This design comes from an exercise in tuning for small area, a short achievable clock period and few clock cycles per item on the open sky130 flow, not from production work.
Function was checked by simulation only, so behaviour that the tests miss may differ from the original.
Power and IR drop assume default switching activity.

== build 27 ==
## muldiv_controller
module muldiv_controller
#(
   parameter int XLEN = muldiv_controller_pkg::XLEN_DEF
) (
   input  logic            CLK,
   input  logic            RESET,
   input  logic            START,
   input  logic [2:0]      FUNCT3,
   input  logic [XLEN-1:0] OPERAND_A,
   input  logic [XLEN-1:0] OPERAND_B,
   input  logic            FLUSH,
   output logic            BUSY,
   output logic            DONE,
   output logic [XLEN-1:0] RESULT
);
   logic        r_busy;
   logic        r_done;
   logic        r_mul;       
   logic        r_div;       
   logic        r_nega;      
   logic        r_fix;       
   logic        r_div0;      
   logic        r_rem;       
   logic        r_hi;        
   logic        r_mcs;       
   logic        r_sb;        
   logic        r_negres;    
   logic [5:0]  r_n;         
   logic        c_oph, c_opd, c_opnl, c_opnh;
   logic        c_one0, c_two0, c_neg0, c_cin0, c_one1, c_two1, c_neg1, c_cin1;
   logic [31:0] r_x;         
   logic [31:0] r_l;         
   logic [33:0] r_h;         
   logic        r_e;         
   localparam int MS  = 12;    
   localparam int DSA = 16;    
   localparam int DSB = 5;
   logic w_in_div, w_in_sdiv, w_in_rem, w_in_b0, w_in_nega, w_in_sb;
   assign w_in_div  = muldiv_controller_pkg::is_div(FUNCT3);
   assign w_in_sdiv = muldiv_controller_pkg::is_div_signed(FUNCT3);
   assign w_in_rem  = muldiv_controller_pkg::is_rem(FUNCT3);
   assign w_in_b0   = (OPERAND_B == 32'b0);
   assign w_in_nega = w_in_sdiv & OPERAND_A[31];
   assign w_in_sb   = w_in_sdiv & OPERAND_B[31];
   logic w_ms12;
   assign w_ms12 = (r_l[MS-1:0] == {MS{r_e}}) && (r_n >= 6'(MS));
   logic [31:0] w_bm;
  ...
Size: roughly 130 flip-flops, about 110 I/O pins, roughly 14000 µm² of cells after synthesis.
==> flow/config.mk <==
export PLATFORM = sky130hd
export DESIGN_NAME = muldiv_controller
export DESIGN_NICKNAME = muldiv_controller
export VERILOG_FILES = /design/flow/design.v
export SDC_FILE = /design/flow/constraint.sdc
export NUM_CORES = 4
export LEC_CHECK = 0
export CAP_MARGIN = 20
export CORE_MARGIN = 2
export CORE_UTILIZATION = 30
export SLEW_MARGIN = 20
export TNS_END_PERCENT = 0
==> flow/constraint.sdc <==
create_clock -name core_clock -period 11.0 [get_ports {CLK}]
set_input_delay 2.2000 -clock core_clock [delete_from_list [all_inputs] [get_ports {CLK}]]
set_output_delay 2.2000 -clock core_clock [all_outputs]
set_load 0.01 [all_outputs]
standard.sh (not shown) runs the stock make flow with config.mk's settings and CLKGATE_MAP_FILE= SYNTH_SCRIPT=/design/flow/synth_recipe.tcl, a recipe that flattens the netlist after the stock synthesis.
==> flow/flow/run.sh <==
#!/bin/bash
set -euo pipefail
MARGIN=$(cat flow/margin.txt)
bash standard.sh finish SETUP_SLACK_MARGIN=$MARGIN > flow_make.log 2>&1
==> flow/flow/margin.txt <==
8
Testbench counts of build 27, summed over its fixed seeds: cycles 41,404, ops 4,800.
### build 27 -> build 61
- swapping 30 for 50 in CORE_UTILIZATION
- putting PLACE_DENSITY at 0.7 where nothing was set
- putting ABC_AREA at 1 where nothing was set
==> flow/flow/run.sh <==
#!/bin/bash
# Standard ORFS layout (the standard.sh), with two changes to how it is made:
#  - timing repair aims for MARGIN ns of setup slack at the design's clock period
#    (the SDC is unchanged), repairing only the worst path (TNS_END_PERCENT in config.mk);
#  - the port buffers that buffer_ports puts on every input and output are buf_1 cells.
# make's full output goes to flow_make.log in this folder.
set -euo pipefail
MARGIN=$(cat flow/margin.txt)
export BUFFER_PORTS_ARGS="-buffer_cell sky130_fd_sc_hd__buf_1"
bash standard.sh finish SETUP_SLACK_MARGIN=$MARGIN > flow_make.log 2>&1
[summary]
Summary: with build 27 as the reference, routed length on met3 in build 61 moved up by more than 10%.
Measured against build 27, the die extent in y of build 61 comes out at 0.78 times the reference value.
Build 61 — total wirelength of the detailed-routed design 970 µm higher, build 27 as reference
Build 61 finished every step from synthesis to the final layout, and the layout passed the timing, DRC and antenna checks.
Going from build 27 to build 61, count of different cell masters after synthesis shrinks by 42.
## Diff of input files: build 18 against build 61
- swapping 50 for 30 in CORE_UTILIZATION
- clearing PLACE_DENSITY, which used to be 0.7
Findings:
- Compared to build 61, build 18 has global router's overall resource usage 17 points lower.
- From build 61 to build 18 the numbers moved as follows: count of endpoints failing setup in the final report was more or less identical; length in cells of the worst reg-to-reg path went down by 8; sequential share of layout area went down by 1.1 points.
- The higher final instance area came out of build 18.
- Largest stage delay on the critical path down 0.02 ns in build 18 wrt build 61
- Summary of build 18 over build 61: switching power summed over all nets increased 0.088 mW; die area increased 19000 µm²; final worst-path setup slack increased 0.12 ns.
What build 14 does differently from build 18 at the input level:
- CTS_BUF_LIST: unset -> sky130_fd_sc_hd__clkbuf_4 sky130_fd_sc_hd__clkbuf_8
- CORE_UTILIZATION: 30 -> 50
==> comparison <==
For area of the mapped netlist, build 14 and build 18 come out practically identical. The endpoint arrival time on the critical path of build 14 exceeds that of build 18 by 2.55 ns. Build 14 has fraction of the core area covered by cells at the end of the flow above what build 18 had. Total power of build 14 falls short of that of build 18 by a few percent.

========
Setup of the previous run:
muldiv_controller again, from the RTL that the note above started with.
## muldiv_controller
module muldiv_controller
#(
   parameter int XLEN = muldiv_controller_pkg::XLEN_DEF
) (
   input  logic            CLK,
   input  logic            RESET,
   input  logic            START,
   input  logic [2:0]      FUNCT3,
   input  logic [XLEN-1:0] OPERAND_A,
   input  logic [XLEN-1:0] OPERAND_B,
   input  logic            FLUSH,
   output logic            BUSY,
   output logic            DONE,
   output logic [XLEN-1:0] RESULT
);
   logic        r_busy;
   logic        r_done;
   logic        r_mul;       
   logic        r_div;       
   logic        r_nega;      
   logic        r_fix;       
   logic        r_div0;      
   logic        r_rem;       
   logic        r_hi;        
   logic        r_mcs;       
   logic        r_sb;        
   logic        r_negres;    
   logic [5:0]  r_n;         
   logic        c_oph, c_opd, c_opnl, c_opnh;
   logic        c_one0, c_two0, c_neg0, c_cin0, c_one1, c_two1, c_neg1, c_cin1;
   logic [31:0] r_x;         
   logic [31:0] r_l;         
   logic [33:0] r_h;         
   logic        r_e;         
   localparam int MS  = 12;    
   localparam int DSA = 16;    
   localparam int DSB = 5;
   logic w_in_div, w_in_sdiv, w_in_rem, w_in_b0, w_in_nega, w_in_sb;
   assign w_in_div  = muldiv_controller_pkg::is_div(FUNCT3);
   assign w_in_sdiv = muldiv_controller_pkg::is_div_signed(FUNCT3);
   assign w_in_rem  = muldiv_controller_pkg::is_rem(FUNCT3);
   assign w_in_b0   = (OPERAND_B == 32'b0);
   assign w_in_nega = w_in_sdiv & OPERAND_A[31];
   assign w_in_sb   = w_in_sdiv & OPERAND_B[31];
   logic w_ms12;
   assign w_ms12 = (r_l[MS-1:0] == {MS{r_e}}) && (r_n >= 6'(MS));
   logic [31:0] w_bm;
   logic [32:0] w_s;         
   logic [31:0] w_f;         
   logic [31+DSA:0] w_r16;
   logic [31+DSB:0] w_r5;
   logic        w_ds16, w_ds5;
   assign w_bm = r_x ^ {32{r_sb}};
   always_comb begin
      logic [31:0] p;
      p = w_bm;
      for (int d = 1; d < 32; d = d * 2)
         for (int i = 0; i < 32; i++)
            if (i + d < 32) p[i] = p[i] | p[i + d];
      w_s = {1'b0, p};
   end
   assign w_f   = ~w_s[32:1];
   assign w_r16 = {r_h[31:0], r_l[31:32-DSA]};
   assign w_r5  = {r_h[31:0], r_l[31:32-DSB]};
   assign w_ds16 = ~r_h[33] && ~|(w_r16[31:0] & w_f) && ~|w_r16[31+DSA:32] && (r_n >= 6'(DSA));
  ...
Settings: LEC_CHECK=0, ABC_AREA=1, CAP_MARGIN=20, CORE_MARGIN=2, CORE_UTILIZATION=50, SLEW_MARGIN=20, TNS_END_PERCENT=0; clock period 11.0 ns.
==> flow/flow/run.sh <==
#!/bin/bash
# Standard ORFS layout (the standard.sh), with two changes to how it is made:
#  - timing repair aims for MARGIN ns of setup slack at the design's clock period
#    (the SDC is unchanged), repairing only the worst path (TNS_END_PERCENT in config.mk);
#  - the port buffers that buffer_ports puts on every input and output are buf_1 cells.
# make's full output goes to flow_make.log in this folder.
set -euo pipefail
MARGIN=$(cat flow/margin.txt)
export BUFFER_PORTS_ARGS="-buffer_cell sky130_fd_sc_hd__buf_1"
bash standard.sh finish SETUP_SLACK_MARGIN=$MARGIN > flow_make.log 2>&1
Scripts as last shown in full above: flow/flow/margin.txt
Testbench counts of the previous run, summed over its fixed seeds: cycles 41,404, ops 4,800.
[inputs] the current run vs the previous run
Settings: ABC_AREA: 1 -> unset.
Results
Going from the previous run to the current run, the proportion of power drawn by combinational gates was found to have gone up by 0.5 points. Sort the previous run and the current run by final wirelength asc -> top: the current run. The current run has part of the total power dissipated in sequential elements above what the previous run had. Comparing the previous run and the current run, the higher sequential share of layout area was measured on the current run. Going from the previous run to the current run, number of iterations in the first detailed-routing pass shrinks by 4. Per the comparison of the current run with the previous run, endpoint required time on the critical path moved up; sequential power moved up; clock buffer instance count of the final layout moved down.

-- afterwards: timing with drivers on the ports --
In the flow no input, the clock included, has a driving cell. The finished layouts below were timed again as built, in two steps. Step 1 assumes that a clkbuf_16 drives the clock port and a buf_2 every other input. Step 2 adds t to the input delays and takes it off the output delays; t is the mean of the earliest and latest rising clock arrival at the registers after step 1. Input paths then give back, and output paths get back, about the clock's delay inside the block. a / b / c = no drivers / after step 1 / after step 2; a / b = the first two.
| run | t (ns) | slack for setup (ns) | worst setup path at the end | latest minus earliest clock arrival (ns) | cell pins on the clock port's net |
|---|---|---|---|---|---|
| build 27 | 0.511 | 6.331 / 6.277 / 6.406 | register to register | 0.020 / 0.020 | 1 |
| build 61 | 0.512 | 6.826 / 6.826 / 6.826 | register to register | 0.017 / 0.016 | 1 |
| build 18 | 0.520 | 6.943 / 6.889 / 6.953 | register to register | 0.018 / 0.019 | 1 |
| build 14 | 0.571 | 6.858 / 6.858 / 6.858 | register to register | 0.027 / 0.027 | 1 |
| the previous run | 0.510 | 6.946 / 6.905 / 6.946 | register to register | 0.017 / 0.017 | 1 |
| the current run | 0.514 | 6.374 / 6.374 / 6.374 | register to register | 0.029 / 0.029 | 1 |
After both steps every run listed still meets setup and hold.
